What follows belongs to an exercise in optimizing a design on an open flow for small area, a short achievable clock period and few clock cycles per item; a production flow would make more cautious choices. In this exercise RTL edits were held to simulation tests only and were not proved equivalent to the original. Power figures rest on the tool's default switching activity, not on a simulated workload.

==> flow/design.v <==
`timescale 1ns/1ps
module dijkstra_top
(
    input  logic    clk,
    input  logic    reset,
    input  logic    edge_valid,
    input  logic [4-1:0]   node_count,
    input  logic [4-1:0]   edge_src,
    input  logic [4-1:0]   edge_dst,
    input  logic [4-1:0] edge_weight,
    input  logic    edge_last,
    input  logic    dist_ready,
    output logic    edge_ready,
    output logic    dist_valid,
    output logic [4-1:0]   dist_node,
    output logic [8-1:0]   dist_value,
    output logic    dist_last
);
    localparam int NE = 24;
    localparam int NN = 16;
    localparam logic [7:0] INF = 8'd255;
    logic [3:0] ea [NE];           
    logic [3:0] eb [NE];           
    logic [3:0] ew [NE];           
    logic [NE-1:0] evalid;         
    logic [NE-1:0] dirty;
    logic [4:0] cnt;               
    logic       loaded;            
    logic [3:0] load_last_node;
    logic       dinit;             
    logic [7:0] d [NN];
    logic       er;                
    logic       fire;
    logic [4:0] wslot;
    logic       in_v;
    logic [4:0] in_slot;
    logic [3:0] in_a, in_b, in_w;
    logic       done;              
    logic       fv;
    logic [4:0] fk;
    logic [3:0] fa, fb, fw;
    logic       rv, rok;
    logic [4:0] rk;
    logic [3:0] ra, rb, rw;
    logic [7:0] rda, rdb;
    logic [NE-1:0] rr_mask;        
    logic       s_v;
    logic [3:0] s_idx, s_last_node;
    logic [NN-1:0] own;
    always_comb for (int i = 0; i < NN; i++) own[i] = (i == 0) || !s_v || (4'(i) < s_idx);
    function automatic logic [NE-1:0] first_one(input logic [NE-1:0] x);
        logic [NE-1:0] below;      
        below[0] = 1'b0;
        for (int j = 1; j < NE; j++) below[j] = below[j-1] | x[j-1];
        first_one = x & ~below;
    endfunction
    logic [NE-1:0] cand_hi, pick_oh, next_mask;
    logic          any_dirty, any_hi;
    logic [4:0]    pick;
    logic [3:0]    pa, pb, pw;
    always_comb begin
        cand_hi   = dirty & rr_mask;
        any_dirty = |dirty;
        any_hi    = |cand_hi;
        pick_oh   = any_hi ? first_one(cand_hi) : first_one(dirty);
        next_mask[0] = 1'b0;
        for (int j = 1; j < NE; j++) next_mask[j] = next_mask[j-1] | pick_oh[j-1];
        pick = '0;
        for (int j = 0; j < NE; j++) pick = pick | ({5{pick_oh[j]}} & 5'(j));
        pa = ea[pick];
        pb = eb[pick];
        pw = ew[pick];
    end
    wire do_pick = any_dirty;
    function automatic logic improves(input logic [7:0] dto, input logic [7:0] dfrom,
                                      input logic [3:0] w);
        logic [9:0] x, y, z, s, c;
        logic [10:0] g, p;         
        logic [10:0] gg, pp, gn, pn;
        x = {2'b00, dto};
        y = {2'b11, ~dfrom};
        z = {6'b111111, ~w};
        s = x ^ y ^ z;
        c = {(x[8:0] & y[8:0]) | (x[8:0] & z[8:0]) | (y[8:0] & z[8:0]), 1'b0};
        g = {s & c, 1'b1};
        p = {s ^ c, 1'b0};
        gg = g;
        pp = p;
        for (int k = 1; k < 11; k = k * 2) begin
            gn = gg;
            pn = pp;
            for (int i = k; i < 11; i++) begin
                gn[i] = gg[i] | (pp[i] & gg[i-k]);
                pn[i] = pp[i] & pp[i-k];
            end
            gg = gn;
            pp = pn;
        end
        improves = ~(p[10] ^ gg[9]);
    endfunction
    logic [8:0] ca, cb;            
    logic       upd_a, upd_b, chg, bounce;
    logic [3:0] wnode;
    logic [7:0] wval;
    always_comb begin
        cb = {1'b0, rda} + {5'b0, rw};
        ca = {1'b0, rdb} + {5'b0, rw};
        upd_b  = rv && rok && improves(rdb, rda, rw);
        upd_a  = rv && rok && improves(rda, rdb, rw);    
        chg    = upd_a || upd_b;
        bounce = rv && !rok;
        wnode  = upd_b ? rb : ra;
        wval   = upd_b ? cb[7:0] : ca[7:0];
    end
    logic [NE-1:0] mark;
    always_comb begin
        for (int j = 0; j < NE; j++)
            mark[j] = chg && evalid[j] && (ea[j] == wnode || eb[j] == wnode) &&
                      !(rk == 5'(j)) && !(fv && fk == 5'(j));
    end
    logic [7:0] fda, fdb;
    always_comb begin
        if (upd_b && rb == fa)      fda = cb[7:0];
        else if (upd_a && ra == fa) fda = ca[7:0];
        else                        fda = d[fa];
        if (upd_b && rb == fb)      fdb = cb[7:0];
        else if (upd_a && ra == fb) fdb = ca[7:0];
        else                        fdb = d[fb];
    end
    logic [NN-1:0] reached;
    always_comb for (int i = 0; i < NN; i++) reached[i] = own[i] && (d[i] != INF);
    logic new_dirty;
    always_comb new_dirty = reached[in_a] || reached[in_b] ||
                            (upd_a && (in_a == ra || in_b == ra)) ||
                            (upd_b && (in_a == rb || in_b == rb));
    always_comb for (int j = 0; j < NE; j++) evalid[j] = 5'(j) < cnt;
    wire pdone  = loaded && !done && !in_v && !any_dirty && !fv && !chg && !bounce && !s_v;
    assign fire  = edge_valid && er;
    assign wslot = done ? 5'd0 : cnt;
    wire s_fire  = s_v && dist_ready;
    always_ff @(posedge clk) begin
        if (!reset) begin
            in_v       <= 1'b0;
            done       <= 1'b0;
            er         <= 1'b1;
            edge_ready <= 1'b1;
            dirty      <= '0;
            cnt        <= '0;
            loaded     <= 1'b0;
            dinit      <= 1'b1;
            fv         <= 1'b0;
            rv         <= 1'b0;
            rr_mask    <= '1;
            s_v        <= 1'b0;
            dist_valid <= 1'b0;
        end else begin
            dinit <= 1'b0;
            in_v  <= fire;
            done  <= pdone;
            if (pdone) begin
                er         <= 1'b1;
                edge_ready <= 1'b1;
            end
            if (fire && edge_last) begin
                er         <= 1'b0;
                edge_ready <= 1'b0;
            end
            if (done) begin
                cnt    <= fire ? 5'd1 : 5'd0;
                loaded <= fire && edge_last;
            end else if (fire) begin
                cnt <= cnt + 1'b1;
                if (edge_last) loaded <= 1'b1;
            end
            for (int j = 0; j < NE; j++) begin
                if (pick_oh[j])
                    dirty[j] <= 1'b0;
                else if (mark[j] || (bounce && rk == 5'(j)))
                    dirty[j] <= 1'b1;
            end
            if (in_v) dirty[in_slot] <= new_dirty;
            fv <= do_pick;
            rv <= fv;
            if (do_pick) rr_mask <= next_mask;
            if (done) begin
                dirty       <= '0;
                s_v         <= 1'b1;
                dist_valid  <= 1'b1;
                s_idx       <= '0;
                dist_node   <= '0;
                s_last_node <= load_last_node;
                dist_last   <= 1'b0;
                dist_value  <= 8'd0;            
            end else if (s_fire) begin
                if (dist_last) begin
                    s_v        <= 1'b0;
                    dist_valid <= 1'b0;
                end
                s_idx      <= s_idx + 1'b1;
                dist_node  <= s_idx + 1'b1;
                dist_last  <= (s_idx + 1'b1) == s_last_node;
                dist_value <= d[s_idx + 1'b1];
            end
        end
    end
    always_ff @(posedge clk) begin
        in_a    <= edge_src;
        in_b    <= edge_dst;
        in_w    <= edge_weight;
        in_slot <= wslot;
        if (fire) load_last_node <= node_count - 1'b1;
        if (in_v) begin
            ea[in_slot] <= in_a;
            eb[in_slot] <= in_b;
            ew[in_slot] <= in_w;
        end
        if (do_pick) begin
            fk <= pick;
            fa <= pa;
            fb <= pb;
            fw <= pw;
        end
        if (fv) begin
            rk  <= fk;
            ra  <= fa;
            rb  <= fb;
            rw  <= fw;
            rda <= fda;
            rdb <= fdb;
            rok <= own[fa] && own[fb];
        end
        d[0] <= 8'd0;
        for (int i = 1; i < NN; i++) begin
            if (dinit)
                d[i] <= INF;
            else if (chg && wnode == 4'(i))
                d[i] <= wval;
            else if (s_v && s_idx == 4'(i))
                d[i] <= INF;           
        end
    end
endmodule
export LEC_CHECK = 0
export CAP_MARGIN = 20
export CORE_MARGIN = 2
export CORE_UTILIZATION = 40
export SLEW_MARGIN = 20
create_clock -name core_clock -period 12.0 [get_ports {clk}]
run.sh (not shown) runs the stock make flow with config.mk's settings and CLKGATE_MAP_FILE= SYNTH_SCRIPT=/design/flow/synth_recipe.tcl, a recipe that flattens the netlist after the stock synthesis.
Testbench counts at the start, summed over its fixed seeds: cycles 12,532, jobs 320.
Change:
--- a/flow/design.v
+++ b/flow/design.v
@@ -133,9 +133,9 @@
     always_comb new_dirty = reached[in_a] || reached[in_b] ||
                             (upd_a && (in_a == ra || in_b == ra)) ||
                             (upd_b && (in_a == rb || in_b == rb));
     always_comb for (int j = 0; j < NE; j++) evalid[j] = 5'(j) < cnt;
-    wire pdone  = loaded && !done && !in_v && !any_dirty && !fv && !chg && !bounce && !s_v;
+    wire pdone  = loaded && !done && !in_v && !any_dirty && !fv && !(|mark) && !bounce && !s_v;
     assign fire  = edge_valid && er;
     assign wslot = done ? 5'd0 : cnt;
     wire s_fire  = s_v && dist_ready;
     always_ff @(posedge clk) begin
What happened: Routed wire length went down by 2.1%. Die area came out lower by 1.6%. Design area decreases by 2.1%. Worst hold slack gets worse by 8.0 ps. Maximum frequency climbs by 7.5%. Clock skew grows by 41 ps. Total power is lower by 5.2%. Non-clock buffer count decreases by 13. Area after synthesis goes down by 1.6%.
Testbench counts after the change, summed over its fixed seeds: cycles 12,459, jobs 320.

re-timing with driven ports:
How much do the figures lean on ideal ports? The routed layouts below were timed once more, with nothing changed but the port constraints.
Step 1: set_driving_cell puts a clkbuf_16 on clk and a buf_2 on each other input, an assumption about the parent block.
Step 2 also shifts input and output timing later by t, the mid clock arrival at the registers, as if the neighbouring blocks saw the same clock.
Slacks: ideal ports / drivers / drivers and shift; pairs: ideal ports / drivers.
run	t (ns)	setup WS [ns]	worst slew at a driven data input, ns
the first run	0.696	5.648 / 5.648 / 5.648	0.04
the second run	0.714	6.093 / 6.093 / 6.093	0.04
After both steps every run listed still meets setup and hold.
